Context: an optimization exercise on an open-source flow, tuned for small area. The choices shown serve that exercise and are no tape-out recipe.
Function was checked by simulation only, so behaviour that the tests miss may differ from the original.
No activity file was given, so power comes from the tool's default toggle rates.

## v6
## ascon_ctrl
module ascon_ctrl #(
  parameter int K = ascon_pkg::K_DEF,
  parameter int A_L = ascon_pkg::A_L_DEF,
  parameter int TEXT_L = ascon_pkg::TEXT_L_DEF,
  parameter int MAX = ascon_pkg::max4(K, A_L, TEXT_L, ascon_pkg::TAG_L),
  parameter int START_CYC = 5,
  parameter int GAP_CYC = 2,
  parameter int TIMEOUT = 4095
) (
  input  logic               clk,
  input  logic               rst,
  input  logic               req_valid,
  output logic               req_ready,
  input  logic               req_mode,
  input  logic [K-1:0]       req_key,
  input  logic [ascon_pkg::NONCE_L-1:0] req_nonce,
  input  logic [A_L-1:0]     req_ad,
  input  logic [TEXT_L-1:0]  req_text,
  input  logic [ascon_pkg::TAG_L-1:0]   req_tag,
  output logic               core_key_SI,
  output logic               core_nonce_SI,
  output logic               core_ad_SI,
  output logic               core_text_SI,
  output logic               core_tag_SI,
  output logic               core_enc_start,
  output logic               core_dec_start,
  ...
Size: ~640 flip-flops, ~900 I/O pins, about 23000 sq um of cells after synthesis.
clock: 4.0 ns
lec_check: 0
cap_margin: 20
core_area: 5 5 325 325
die_area: 0 0 330 330
slew_margin: 20
standard.sh (not shown) runs the stock make flow with config.mk's settings and CLKGATE_MAP_FILE= SYNTH_SCRIPT=/design/flow/synth_recipe.tcl, a recipe that flattens the netlist after the stock synthesis.
==> flow/flow/run.sh <==
#!/bin/bash
set -euo pipefail
cd "$(dirname "$0")/.."
bash standard.sh \
  "BUFFER_PORTS_ARGS=-buffer_cell sky130_fd_sc_hd__buf_1" \
  "CTS_ARGS=-sink_clustering_enable -repair_clock_nets -dont_use_dummy_load -buf_list sky130_fd_sc_hd__clkbuf_8" \
  finish > make_finish.log 2>&1
#### Input delta (v7 over v6)
==> flow/run.sh (new file) <==
#!/bin/bash
# synth_recipe.tcl (not shown) runs the flow's synth.tcl, then flattens the netlist and writes it again
# the make line also repeats each setting of config.mk as NAME=value (left out here)
make -C /OpenROAD-flow-scripts/flow DESIGN_CONFIG=/design/flow/config.mk WORK_HOME=/design/flow/orfs CLKGATE_MAP_FILE= SYNTH_SCRIPT=/design/flow/synth_recipe.tcl finish
removed: flow/flow/run.sh
removed: flow/standard.sh
==> notes.md <==
v7 finished all stages; the layout is clean.
Worst reg-to-reg path cell count ended up 1 higher on v7 than on v6.
Looking at most common library cell in the layout ignoring fill and taps, the sky130_fd_sc_hd__clkdlybuf4s50_1 result is from v7; the sky130_fd_sc_hd__buf_1 one comes from v6.
Taking v6 as the reference, in v7 total power consumption of the routed design picked up an extra about 19%, design area picked up an extra 24%, top achievable clock speed lost about 2.4%, part of the total power dissipated in combinational logic picked up an extra 1.7 points.
Reported for v7 and v6, count of non-CTS inverters in the layout turned out identical to the last digit.
Global-route usage ended up 0.81 points higher on v7 than on v6.

---

== red ==
ascon_ctrl, a different RTL version from the one above (not shown whole).
For scale: ~650 flip-flops, ~20000 µm² of cells after synthesis.
export LEC_CHECK = 0
export ABC_AREA = 1
export CAP_MARGIN = 20
export CORE_AREA = 5 5 235 235
export DIE_AREA = 0 0 240 240
export SLEW_MARGIN = 20
create_clock -name core_clock -period 4.0 [get_ports {clk}]
==> flow/flow/run.sh <==
#!/bin/bash
# The standard layout (standard.sh) with three changes to how it is built:
#  - ports are buffered with the smallest buffer, sky130_fd_sc_hd__buf_1;
#  - the clock tree uses clkbuf_8 on clusters of up to 16 sinks, without dummy loads;
#  - synthesis may not pick the larger drive strengths of the lane gates (o22ai, a21oi), on
#    top of the platform's own don't-use list.
# make's full output goes to make_finish.log here; each ORFS step keeps its own log under orfs/logs.
set -euo pipefail
cd "$(dirname "$0")/.."
DONT_USE="sky130_fd_sc_hd__probe_p_8 sky130_fd_sc_hd__probec_p_8 sky130_fd_sc_hd__lpflow_bleeder_1 sky130_fd_sc_hd__lpflow_clkbufkapwr_1 sky130_fd_sc_hd__lpflow_clkbufkapwr_16 sky130_fd_sc_hd__lpflow_clkbufkapwr_2 sky130_fd_sc_hd__lpflow_clkbufkapwr_4 sky130_fd_sc_hd__lpflow_clkbufkapwr_8 sky130_fd_sc_hd__lpflow_clkinvkapwr_1 sky130_fd_sc_hd__lpflow_clkinvkapwr_16 sky130_fd_sc_hd__lpflow_clkinvkapwr_2 sky130_fd_sc_hd__lpflow_clkinvkapwr_4 sky130_fd_sc_hd__lpflow_clkinvkapwr_8 sky130_fd_sc_hd__lpflow_decapkapwr_12 sky130_fd_sc_hd__lpflow_decapkapwr_3 sky130_fd_sc_hd__lpflow_decapkapwr_4 sky130_fd_sc_hd__lpflow_decapkapwr_6 sky130_fd_sc_hd__lpflow_decapkapwr_8 sky130_fd_sc_hd__lpflow_inputiso0n_1 sky130_fd_sc_hd__lpflow_inputiso0p_1 sky130_fd_sc_hd__lpflow_inputiso1n_1 sky130_fd_sc_hd__lpflow_inputiso1p_1 sky130_fd_sc_hd__lpflow_inputisolatch_1 sky130_fd_sc_hd__lpflow_isobufsrc_1 sky130_fd_sc_hd__lpflow_isobufsrc_16 sky130_fd_sc_hd__lpflow_isobufsrc_2 sky130_fd_sc_hd__lpflow_isobufsrc_4 sky130_fd_sc_hd__lpflow_isobufsrc_8 sky130_fd_sc_hd__lpflow_isobufsrckapwr_16 sky130_fd_sc_hd__lpflow_lsbuf_lh_hl_isowell_tap_1 sky130_fd_sc_hd__lpflow_lsbuf_lh_hl_isowell_tap_2 sky130_fd_sc_hd__lpflow_lsbuf_lh_hl_isowell_tap_4 sky130_fd_sc_hd__lpflow_lsbuf_lh_isowell_4 sky130_fd_sc_hd__lpflow_lsbuf_lh_isowell_tap_1 sky130_fd_sc_hd__lpflow_lsbuf_lh_isowell_tap_2 sky130_fd_sc_hd__lpflow_lsbuf_lh_isowell_tap_4 sky130_fd_sc_hd__o22ai_2 sky130_fd_sc_hd__o22ai_4 sky130_fd_sc_hd__a21oi_2 sky130_fd_sc_hd__a21oi_4"
bash standard.sh \
  "DONT_USE_CELLS=$DONT_USE" \
  "BUFFER_PORTS_ARGS=-buffer_cell sky130_fd_sc_hd__buf_1" \
  "CTS_ARGS=-sink_clustering_enable -repair_clock_nets -dont_use_dummy_load -buf_list sky130_fd_sc_hd__clkbuf_8 -sink_clustering_size 16 -sink_clustering_max_diameter 80" \
  finish > make_finish.log 2>&1
red: it failed with a tool error in 3_2_place_iop, so there are no final results.
--- input diff red..blue ---
Settings: CORE_AREA: 5 5 235 235 -> 5 5 255 255; DIE_AREA: 0 0 240 240 -> 0 0 260 260.
diff --git a/flow/flow/run.sh b/flow/flow/run.sh
--- a/flow/flow/run.sh
+++ b/flow/flow/run.sh
@@ -14 +14 @@
-  "CTS_ARGS=-sink_clustering_enable -repair_clock_nets -dont_use_dummy_load -buf_list sky130_fd_sc_hd__clkbuf_8 -sink_clustering_size 16 -sink_clustering_max_diameter 80" \
+  "CTS_ARGS=-sink_clustering_enable -repair_clock_nets -dont_use_dummy_load -buf_list sky130_fd_sc_hd__clkbuf_8 -sink_clustering_size 19 -sink_clustering_max_diameter 50" \
Findings:
Going from red to blue, adder-cell share of the synthesized area now sits at about the same level, synthesized cell count now sits at about the same level.
Delta (blue minus red): number of nets produced by synthesis did not really move; share of async-settable or async-resettable flops after synthesis did not really move.
Register bit total from synthesis of blue is on par with red.
Re unique cell type count in the Yosys netlist: no difference whatsoever between blue and red.
blue completed; timing, DRC and antenna clean
The die span in y reported for blue is greater than that of red by about 8%.
[compare] base=red new=blue: area after synthesis saw little to no change, die outline width up 8.3%, standard-cell row count picked up an extra 7, initial cell density of the core shrank by 5.7 points.
diff inputs: blue => green
Settings: SLEW_MARGIN changed from 20 to 0; CAP_MARGIN changed from 20 to 0.
diff --git a/flow/flow/run.sh b/flow/flow/run.sh
--- a/flow/flow/run.sh
+++ b/flow/flow/run.sh
@@ -14 +14 @@
-  "CTS_ARGS=-sink_clustering_enable -repair_clock_nets -dont_use_dummy_load -buf_list sky130_fd_sc_hd__clkbuf_8 -sink_clustering_size 19 -sink_clustering_max_diameter 50" \
+  "CTS_ARGS=-sink_clustering_enable -repair_clock_nets -dont_use_dummy_load -buf_list sky130_fd_sc_hd__clkbuf_8 -sink_clustering_size 16 -sink_clustering_max_diameter 80" \
[compare] base=blue new=green: maximum frequency saw a decrease; maximum VDD drop down 0.028 mV; wire length barely changed; global-route usage neither gained nor lost much.
Cmp blue and green / non-filler instance count after layout / higher: blue
Relative to blue, worst hold margin has gone up in green.
In the reports for blue and green, the larger wire length on met3 belongs to green.
Setup WNS blue -> green: worse
What orange does differently from green at the input level:
Settings: a change of SLEW_MARGIN from 0 to 20; a change of CAP_MARGIN from 0 to 20.
diff --git a/flow/flow/run.sh b/flow/flow/run.sh
--- a/flow/flow/run.sh
+++ b/flow/flow/run.sh
@@ -14 +14 @@
-  "CTS_ARGS=-sink_clustering_enable -repair_clock_nets -dont_use_dummy_load -buf_list sky130_fd_sc_hd__clkbuf_8 -sink_clustering_size 16 -sink_clustering_max_diameter 80" \
+  "CTS_ARGS=-sink_clustering_enable -repair_clock_nets -dont_use_dummy_load -buf_list sky130_fd_sc_hd__clkbuf_8 -root_buf sky130_fd_sc_hd__clkbuf_8 -sink_clustering_buffer sky130_fd_sc_hd__clkbuf_4 -sink_clustering_size 12 -sink_clustering_max_diameter 35" \
==> comparison <==
Setup slack of the worst register-to-register path, green and orange: smaller value in green. Compared with green, orange shows a higher utilization. Compared with green, number of clock-tree buffers in the layout in orange increased by more than 100%. green -> orange: net switching fraction of the power flat.

---

Starting RTL as in the previous note.
export LEC_CHECK = 0
export ABC_AREA = 1
export CAP_MARGIN = 20
export CORE_AREA = 5 5 325 325
export DIE_AREA = 0 0 330 330
export PLACE_DENSITY = 0.75
export SLEW_MARGIN = 20
create_clock -name core_clock -period 4.0 [get_ports {clk}]
==> flow/flow/run.sh <==
#!/bin/bash
# The standard layout (standard.sh) with three changes to how it is built:
#  - ports are buffered with the smallest buffer, sky130_fd_sc_hd__buf_1;
#  - the clock tree uses clkbuf_8 on clusters of up to 16 sinks, without dummy loads;
#  - synthesis may not pick the larger drive strengths of the lane gates (o22ai, a21oi), on
#    top of the platform's own don't-use list.
# make's full output goes to make_finish.log here; each ORFS step keeps its own log under orfs/logs.
set -euo pipefail
cd "$(dirname "$0")/.."
DONT_USE="sky130_fd_sc_hd__probe_p_8 sky130_fd_sc_hd__probec_p_8 sky130_fd_sc_hd__lpflow_bleeder_1 sky130_fd_sc_hd__lpflow_clkbufkapwr_1 sky130_fd_sc_hd__lpflow_clkbufkapwr_16 sky130_fd_sc_hd__lpflow_clkbufkapwr_2 sky130_fd_sc_hd__lpflow_clkbufkapwr_4 sky130_fd_sc_hd__lpflow_clkbufkapwr_8 sky130_fd_sc_hd__lpflow_clkinvkapwr_1 sky130_fd_sc_hd__lpflow_clkinvkapwr_16 sky130_fd_sc_hd__lpflow_clkinvkapwr_2 sky130_fd_sc_hd__lpflow_clkinvkapwr_4 sky130_fd_sc_hd__lpflow_clkinvkapwr_8 sky130_fd_sc_hd__lpflow_decapkapwr_12 sky130_fd_sc_hd__lpflow_decapkapwr_3 sky130_fd_sc_hd__lpflow_decapkapwr_4 sky130_fd_sc_hd__lpflow_decapkapwr_6 sky130_fd_sc_hd__lpflow_decapkapwr_8 sky130_fd_sc_hd__lpflow_inputiso0n_1 sky130_fd_sc_hd__lpflow_inputiso0p_1 sky130_fd_sc_hd__lpflow_inputiso1n_1 sky130_fd_sc_hd__lpflow_inputiso1p_1 sky130_fd_sc_hd__lpflow_inputisolatch_1 sky130_fd_sc_hd__lpflow_isobufsrc_1 sky130_fd_sc_hd__lpflow_isobufsrc_16 sky130_fd_sc_hd__lpflow_isobufsrc_2 sky130_fd_sc_hd__lpflow_isobufsrc_4 sky130_fd_sc_hd__lpflow_isobufsrc_8 sky130_fd_sc_hd__lpflow_isobufsrckapwr_16 sky130_fd_sc_hd__lpflow_lsbuf_lh_hl_isowell_tap_1 sky130_fd_sc_hd__lpflow_lsbuf_lh_hl_isowell_tap_2 sky130_fd_sc_hd__lpflow_lsbuf_lh_hl_isowell_tap_4 sky130_fd_sc_hd__lpflow_lsbuf_lh_isowell_4 sky130_fd_sc_hd__lpflow_lsbuf_lh_isowell_tap_1 sky130_fd_sc_hd__lpflow_lsbuf_lh_isowell_tap_2 sky130_fd_sc_hd__lpflow_lsbuf_lh_isowell_tap_4 sky130_fd_sc_hd__o22ai_2 sky130_fd_sc_hd__o22ai_4 sky130_fd_sc_hd__a21oi_2 sky130_fd_sc_hd__a21oi_4"
bash standard.sh \
  "DONT_USE_CELLS=$DONT_USE" \
  "BUFFER_PORTS_ARGS=-buffer_cell sky130_fd_sc_hd__buf_1" \
  "CTS_ARGS=-sink_clustering_enable -repair_clock_nets -dont_use_dummy_load -buf_list sky130_fd_sc_hd__clkbuf_8 -sink_clustering_size 16 -sink_clustering_max_diameter 80" \
  finish > make_finish.log 2>&1
The baseline finished clean.
Edit:
CORE_AREA = 5 5 251 251   (was 5 5 325 325)
DIE_AREA = 0 0 256 256   (was 0 0 330 330)
PLACE_DENSITY = default   (was 0.75)
The changed run finished with timing, DRC and antenna clean.
Cell count falls by about 15%.
Worst setup slack gets worse by 0.23 ns.
Combinational power grows by about 4%.
Via count came out higher by about 1.2%.
Power increases by 0.82%.
Edit:
CORE_AREA = 5 5 265 265   (was 5 5 251 251)
DIE_AREA = 0 0 270 270   (was 0 0 256 256)
Register-to-register slack is worse by 0.04 ns.
Worst hold slack degrades by 0.21 ns.
Total power drops by 1.6%.
Die area climbs by 11%.
Area after synthesis stays the same.
Edit:
--- a/flow/flow/run.sh
+++ b/flow/flow/run.sh
@@ -12,4 +12,4 @@
   "DONT_USE_CELLS=$DONT_USE" \
   "BUFFER_PORTS_ARGS=-buffer_cell sky130_fd_sc_hd__buf_1" \
-  "CTS_ARGS=-sink_clustering_enable -repair_clock_nets -dont_use_dummy_load -buf_list sky130_fd_sc_hd__clkbuf_8 -sink_clustering_size 16 -sink_clustering_max_diameter 80" \
+  "CTS_ARGS=-sink_clustering_enable -repair_clock_nets -dont_use_dummy_load -buf_list sky130_fd_sc_hd__clkbuf_8 -root_buf sky130_fd_sc_hd__clkbuf_8 -sink_clustering_buffer sky130_fd_sc_hd__clkbuf_4 -sink_clustering_size 11 -sink_clustering_max_diameter 45" \
   finish > make_finish.log 2>&1
Cell count increases by 0.97%.
Maximum frequency increases by 1.7%.
Sequential cell count stays the same.
Edit:
--- a/flow/flow/run.sh
+++ b/flow/flow/run.sh
@@ -12,4 +12,4 @@
   "DONT_USE_CELLS=$DONT_USE" \
   "BUFFER_PORTS_ARGS=-buffer_cell sky130_fd_sc_hd__buf_1" \
-  "CTS_ARGS=-sink_clustering_enable -repair_clock_nets -dont_use_dummy_load -buf_list sky130_fd_sc_hd__clkbuf_8 -root_buf sky130_fd_sc_hd__clkbuf_8 -sink_clustering_buffer sky130_fd_sc_hd__clkbuf_4 -sink_clustering_size 11 -sink_clustering_max_diameter 45" \
+  "CTS_ARGS=-sink_clustering_enable -repair_clock_nets -dont_use_dummy_load -buf_list sky130_fd_sc_hd__clkbuf_8 -sink_clustering_size 16 -sink_clustering_max_diameter 80" \
   finish > make_finish.log 2>&1
CORE_AREA = 5 5 255 255   (was 5 5 265 265)
DIE_AREA = 0 0 260 260   (was 0 0 270 270)
What happened:
- The changed run passed the timing, DRC and antenna checks
- setup slack got worse by 0.045 ns
- cell area stays flat
- clock power grows by about 2%
- sequential cell count does not change

---

The RTL this note starts from:
==> flow/design.v <==
package ascon_pkg;
  typedef enum logic [2:0] {
    ST_IDLE   = 3'd0,
    ST_LOAD   = 3'd1,
    ST_START  = 3'd2,
    ST_WAIT   = 3'd3,
    ST_GAP    = 3'd6,
    ST_UNLOAD = 3'd7,
    ST_RESP   = 3'd4
  } state_t;
  localparam logic MODE_ENC = 1'b0;
  localparam logic MODE_DEC = 1'b1;
  localparam int K_DEF = 128;
  localparam int A_L_DEF = 112;
  localparam int TEXT_L_DEF = 128;
  localparam int NONCE_L = 128;
  localparam int TAG_L = 128;
  function automatic int max4(input int a, input int b, input int c, input int d);
    int ab;
    int cd;
    ab = a > b ? a : b;
    cd = c > d ? c : d;
    max4 = ab > cd ? ab : cd;
  endfunction
endpackage
module ascon_sr_out #(
  parameter int W = 128
) (
  input  logic         clk,
  input  logic         ld_n,
  input  logic         sh_n,
  input  logic         top,
  input  logic [W-1:0] ld_val,
  output logic         s0
);
  logic [W-1:0] sr_q;
  always_ff @(posedge clk) begin
    for (int j = 0; j < W; j++)
      sr_q[j] <= ~((ld_n | ld_val[W-1-j]) & (sh_n | (j == W-1 ? top : sr_q[(j+1) % W])));
  end
  assign s0 = sr_q[0];
endmodule
module ascon_serdes #(
  parameter int W = 128
) (
  input  logic         clk,
  input  logic         ld,
  input  logic [W-1:0] ld_val,
  input  logic         hold_n,
  input  logic         sh_n,
  input  logic         si,
  output logic         so,
  output logic [W-1:0] q
);
  logic [W-1:0] sr_q, keep;
  always_comb begin
    for (int j = 0; j < W; j++)
      keep[j] = ~((hold_n | sr_q[j]) & (sh_n | (j == W-1 ? si : sr_q[(j+1) % W])));
  end
  always_ff @(posedge clk) begin
    for (int j = 0; j < W; j++)
      sr_q[j] <= ~((ld & ld_val[W-1-j]) | keep[j]);
  end
  assign so = sr_q[0];
  assign q = sr_q;
endmodule
module ascon_ctrl #(
  parameter int K = ascon_pkg::K_DEF,
  parameter int A_L = ascon_pkg::A_L_DEF,
  parameter int TEXT_L = ascon_pkg::TEXT_L_DEF,
  parameter int MAX = ascon_pkg::max4(K, A_L, TEXT_L, ascon_pkg::TAG_L),
  parameter int START_CYC = 5,
  parameter int GAP_CYC = 2,
  parameter int TIMEOUT = 4095
) (
  input  logic               clk,
  input  logic               rst,
  input  logic               req_valid,
  output logic               req_ready,
  input  logic               req_mode,
  input  logic [K-1:0]       req_key,
  input  logic [ascon_pkg::NONCE_L-1:0] req_nonce,
  input  logic [A_L-1:0]     req_ad,
  input  logic [TEXT_L-1:0]  req_text,
  input  logic [ascon_pkg::TAG_L-1:0]   req_tag,
  output logic               core_key_SI,
  output logic               core_nonce_SI,
  output logic               core_ad_SI,
  output logic               core_text_SI,
  output logic               core_tag_SI,
  output logic               core_enc_start,
  output logic               core_dec_start,
  input  logic               core_text_SO,
  input  logic               core_tag_SO,
  input  logic               core_enc_done,
  input  logic               core_dec_done,
  input  logic               core_auth,
  output logic               rsp_valid,
  input  logic               rsp_ready,
  output logic [TEXT_L-1:0]  rsp_text,
  output logic [ascon_pkg::TAG_L-1:0]   rsp_tag,
  output logic               rsp_auth,
  output logic               rsp_err,
  output logic               rsp_mode,
  output logic               busy
);
  localparam int CW = $clog2((MAX > TIMEOUT ? MAX : TIMEOUT) + 1);
  ascon_pkg::state_t state_q, state_d;
  logic [CW-1:0] cnt_q;
  logic mode_q, seen_q, auth_q, err_q, shift_q, busy_q;
  logic idle, load, start, waiting, gap, unload, resp, done_m, go_gap, timeout, clear;
  logic key_s0, nonce_s0, ad_s0, text_s0, tag_s0;
  assign idle = state_q == ascon_pkg::ST_IDLE;
  assign load = state_q == ascon_pkg::ST_LOAD;
  assign start = state_q == ascon_pkg::ST_START;
  assign waiting = state_q == ascon_pkg::ST_WAIT;
  assign gap = state_q == ascon_pkg::ST_GAP;
  assign unload = state_q == ascon_pkg::ST_UNLOAD;
  assign resp = state_q == ascon_pkg::ST_RESP;
  assign done_m = mode_q == ascon_pkg::MODE_DEC ? core_dec_done : core_enc_done;
  assign go_gap = seen_q || done_m;
  assign timeout = &cnt_q[CW-1:1];
  assign clear = idle || (start && cnt_q[2]) || (waiting && go_gap);
  always_comb begin
    state_d = state_q;
    case (state_q)
      ascon_pkg::ST_IDLE: if (req_valid) state_d = ascon_pkg::ST_LOAD;
      ascon_pkg::ST_LOAD: if (&cnt_q[6:0]) state_d = ascon_pkg::ST_START;
      ascon_pkg::ST_START: if (cnt_q[2]) state_d = ascon_pkg::ST_WAIT;
      ascon_pkg::ST_WAIT: if (go_gap) state_d = ascon_pkg::ST_GAP;
        else if (timeout) state_d = ascon_pkg::ST_RESP;
      ascon_pkg::ST_GAP: if (cnt_q[0]) state_d = ascon_pkg::ST_UNLOAD;
      ascon_pkg::ST_UNLOAD: if (cnt_q[7] && cnt_q[0]) state_d = ascon_pkg::ST_RESP;
      ascon_pkg::ST_RESP: if (rsp_ready) state_d = ascon_pkg::ST_IDLE;
      default: state_d = ascon_pkg::ST_IDLE;
    endcase
  end
  always_ff @(posedge clk or posedge rst) begin
    if (rst) begin
      state_q <= ascon_pkg::ST_IDLE;
      shift_q <= 1'b0;
      busy_q <= 1'b0;
    end else begin
      state_q <= state_d;
      shift_q <= state_d != ascon_pkg::ST_IDLE && state_d != ascon_pkg::ST_RESP;
      busy_q <= state_d != ascon_pkg::ST_IDLE;
    end
  end
  always_ff @(posedge clk) begin
    cnt_q <= clear ? '0 : cnt_q + 1'b1;
    if (idle) mode_q <= req_mode;
    seen_q <= !idle && (seen_q || (start && done_m));
    if (idle) auth_q <= 1'b0;
    else if ((start || waiting) && done_m) auth_q <= mode_q == ascon_pkg::MODE_DEC && core_auth;
    err_q <= !idle && (err_q || (waiting && !go_gap && timeout));
  end
  ascon_sr_out #(.W(K)) u_key (.clk(clk), .ld_n(busy_q), .sh_n(idle), .top(1'b1), .ld_val(req_key), .s0(key_s0));
  ascon_sr_out #(.W(ascon_pkg::NONCE_L)) u_nonce (.clk(clk), .ld_n(busy_q), .sh_n(idle), .top(1'b1), .ld_val(req_nonce), .s0(nonce_s0));
  ascon_sr_out #(.W(A_L)) u_ad (.clk(clk), .ld_n(busy_q), .sh_n(idle), .top(~cnt_q[0]), .ld_val(req_ad), .s0(ad_s0));
  ascon_serdes #(.W(TEXT_L)) u_text (
    .clk(clk), .ld(idle), .ld_val(req_text), .hold_n(!resp), .sh_n(!shift_q), .si(unload & core_text_SO),
    .so(text_s0), .q(rsp_text)
  );
  ascon_serdes #(.W(ascon_pkg::TAG_L)) u_tag (
    .clk(clk), .ld(idle), .ld_val(req_tag), .hold_n(!resp), .sh_n(!shift_q), .si(unload & core_tag_SO),
    .so(tag_s0), .q(rsp_tag)
  );
  assign core_key_SI = load & (key_s0 ^ ~cnt_q[0]);
  assign core_nonce_SI = load & (nonce_s0 ^ ~cnt_q[0]);
  assign core_ad_SI = load & (ad_s0 ^ ~cnt_q[0]);
  assign core_text_SI = load & ~text_s0;
  assign core_tag_SI = load & ~tag_s0;
  assign core_enc_start = start && mode_q == ascon_pkg::MODE_ENC;
  assign core_dec_start = start && mode_q == ascon_pkg::MODE_DEC;
  assign req_ready = !busy_q;
  assign busy = busy_q;
  assign rsp_valid = resp;
  assign rsp_auth = auth_q;
  assign rsp_err = err_q;
  assign rsp_mode = mode_q;
endmodule
clock: 4.0 ns
lec_check: 0
abc_area: 1
cap_margin: 20
core_area: 5 5 210 210
die_area: 0 0 215 215
slew_margin: 20
==> flow/flow/run.sh <==
#!/bin/bash
# The standard layout (standard.sh) with three changes to how it is built:
#  - ports are buffered with the smallest buffer, sky130_fd_sc_hd__buf_1;
#  - the clock tree uses clkbuf_8 on clusters of up to 16 sinks, without dummy loads;
#  - synthesis may not pick the larger drive strengths of the lane gates (o22ai, a21oi), on
#    top of the platform's own don't-use list.
# make's full output goes to make_finish.log here; each ORFS step keeps its own log under orfs/logs.
set -euo pipefail
cd "$(dirname "$0")/.."
DONT_USE="sky130_fd_sc_hd__probe_p_8 sky130_fd_sc_hd__probec_p_8 sky130_fd_sc_hd__lpflow_bleeder_1 sky130_fd_sc_hd__lpflow_clkbufkapwr_1 sky130_fd_sc_hd__lpflow_clkbufkapwr_16 sky130_fd_sc_hd__lpflow_clkbufkapwr_2 sky130_fd_sc_hd__lpflow_clkbufkapwr_4 sky130_fd_sc_hd__lpflow_clkbufkapwr_8 sky130_fd_sc_hd__lpflow_clkinvkapwr_1 sky130_fd_sc_hd__lpflow_clkinvkapwr_16 sky130_fd_sc_hd__lpflow_clkinvkapwr_2 sky130_fd_sc_hd__lpflow_clkinvkapwr_4 sky130_fd_sc_hd__lpflow_clkinvkapwr_8 sky130_fd_sc_hd__lpflow_decapkapwr_12 sky130_fd_sc_hd__lpflow_decapkapwr_3 sky130_fd_sc_hd__lpflow_decapkapwr_4 sky130_fd_sc_hd__lpflow_decapkapwr_6 sky130_fd_sc_hd__lpflow_decapkapwr_8 sky130_fd_sc_hd__lpflow_inputiso0n_1 sky130_fd_sc_hd__lpflow_inputiso0p_1 sky130_fd_sc_hd__lpflow_inputiso1n_1 sky130_fd_sc_hd__lpflow_inputiso1p_1 sky130_fd_sc_hd__lpflow_inputisolatch_1 sky130_fd_sc_hd__lpflow_isobufsrc_1 sky130_fd_sc_hd__lpflow_isobufsrc_16 sky130_fd_sc_hd__lpflow_isobufsrc_2 sky130_fd_sc_hd__lpflow_isobufsrc_4 sky130_fd_sc_hd__lpflow_isobufsrc_8 sky130_fd_sc_hd__lpflow_isobufsrckapwr_16 sky130_fd_sc_hd__lpflow_lsbuf_lh_hl_isowell_tap_1 sky130_fd_sc_hd__lpflow_lsbuf_lh_hl_isowell_tap_2 sky130_fd_sc_hd__lpflow_lsbuf_lh_hl_isowell_tap_4 sky130_fd_sc_hd__lpflow_lsbuf_lh_isowell_4 sky130_fd_sc_hd__lpflow_lsbuf_lh_isowell_tap_1 sky130_fd_sc_hd__lpflow_lsbuf_lh_isowell_tap_2 sky130_fd_sc_hd__lpflow_lsbuf_lh_isowell_tap_4 sky130_fd_sc_hd__o22ai_2 sky130_fd_sc_hd__o22ai_4 sky130_fd_sc_hd__a21oi_2 sky130_fd_sc_hd__a21oi_4"
bash standard.sh \
  "DONT_USE_CELLS=$DONT_USE" \
  "BUFFER_PORTS_ARGS=-buffer_cell sky130_fd_sc_hd__buf_1" \
  "CTS_ARGS=-sink_clustering_enable -repair_clock_nets -dont_use_dummy_load -buf_list sky130_fd_sc_hd__clkbuf_8 -sink_clustering_size 16 -sink_clustering_max_diameter 80" \
  finish > make_finish.log 2>&1
The first run died in 3_2_place_iop.
Next try:
--- a/flow/config.mk
+++ b/flow/config.mk
@@ -8,5 +8,5 @@
 export ABC_AREA = 1
 export CAP_MARGIN = 20
-export CORE_AREA = 5 5 210 210
-export DIE_AREA = 0 0 215 215
+export CORE_AREA = 5 5 325 325
+export DIE_AREA = 0 0 330 330
 export SLEW_MARGIN = 20
Outcome: The new run went through all stages and came out clean. Synthesized cell count does not change. Synthesized area is unchanged.

-- afterwards: timing with drivers on the ports --
How much do the figures lean on ideal ports? The routed layouts below were timed once more, with nothing changed but the port constraints. Step 1 sets driving cells, clkbuf_16 on the clock port and buf_2 on the other inputs (assumed; they add their load-dependent delay and slew). Step 2, shift: input delay + t, output delay - t, t = (earliest + latest rising clock arrival at the registers) / 2. This alone moves slack from input paths to output paths. Slacks: ideal / step 1 / step 2; pairs: ideal / step 1.
run | t (ns) | setup slack, ns | latest minus earliest clock arrival (ns)
v6 | 0.732 | 0.501 / 0.445 / 1.177 | 0.090 / 0.090
v7 | 0.690 | 0.416 / 0.353 / 0.999 | 0.049 / 0.049
blue | 0.641 | 0.947 / 0.894 / 1.536 | 0.135 / 0.135
green | 0.652 | 0.888 / 0.834 / 1.486 | 0.128 / 0.128
orange | 0.670 | 0.961 / 0.908 / 1.563 | 0.138 / 0.138
the first run of note 3 | 0.703 | 1.164 / 1.107 / 1.654 | 0.083 / 0.083
the second run of note 3 | 0.661 | 0.936 / 0.883 / 1.480 | 0.094 / 0.095
the third run of note 3 | 0.684 | 0.880 / 0.821 / 1.442 | 0.105 / 0.106
the fourth run of note 3 | 0.664 | 0.933 / 0.872 / 1.512 | 0.141 / 0.141
the fifth run of note 3 | 0.652 | 0.888 / 0.834 / 1.486 | 0.128 / 0.128
the second run of note 4 | 0.713 | 1.067 / 1.014 / 1.614 | 0.103 / 0.103
After both steps every run listed still meets setup and hold.
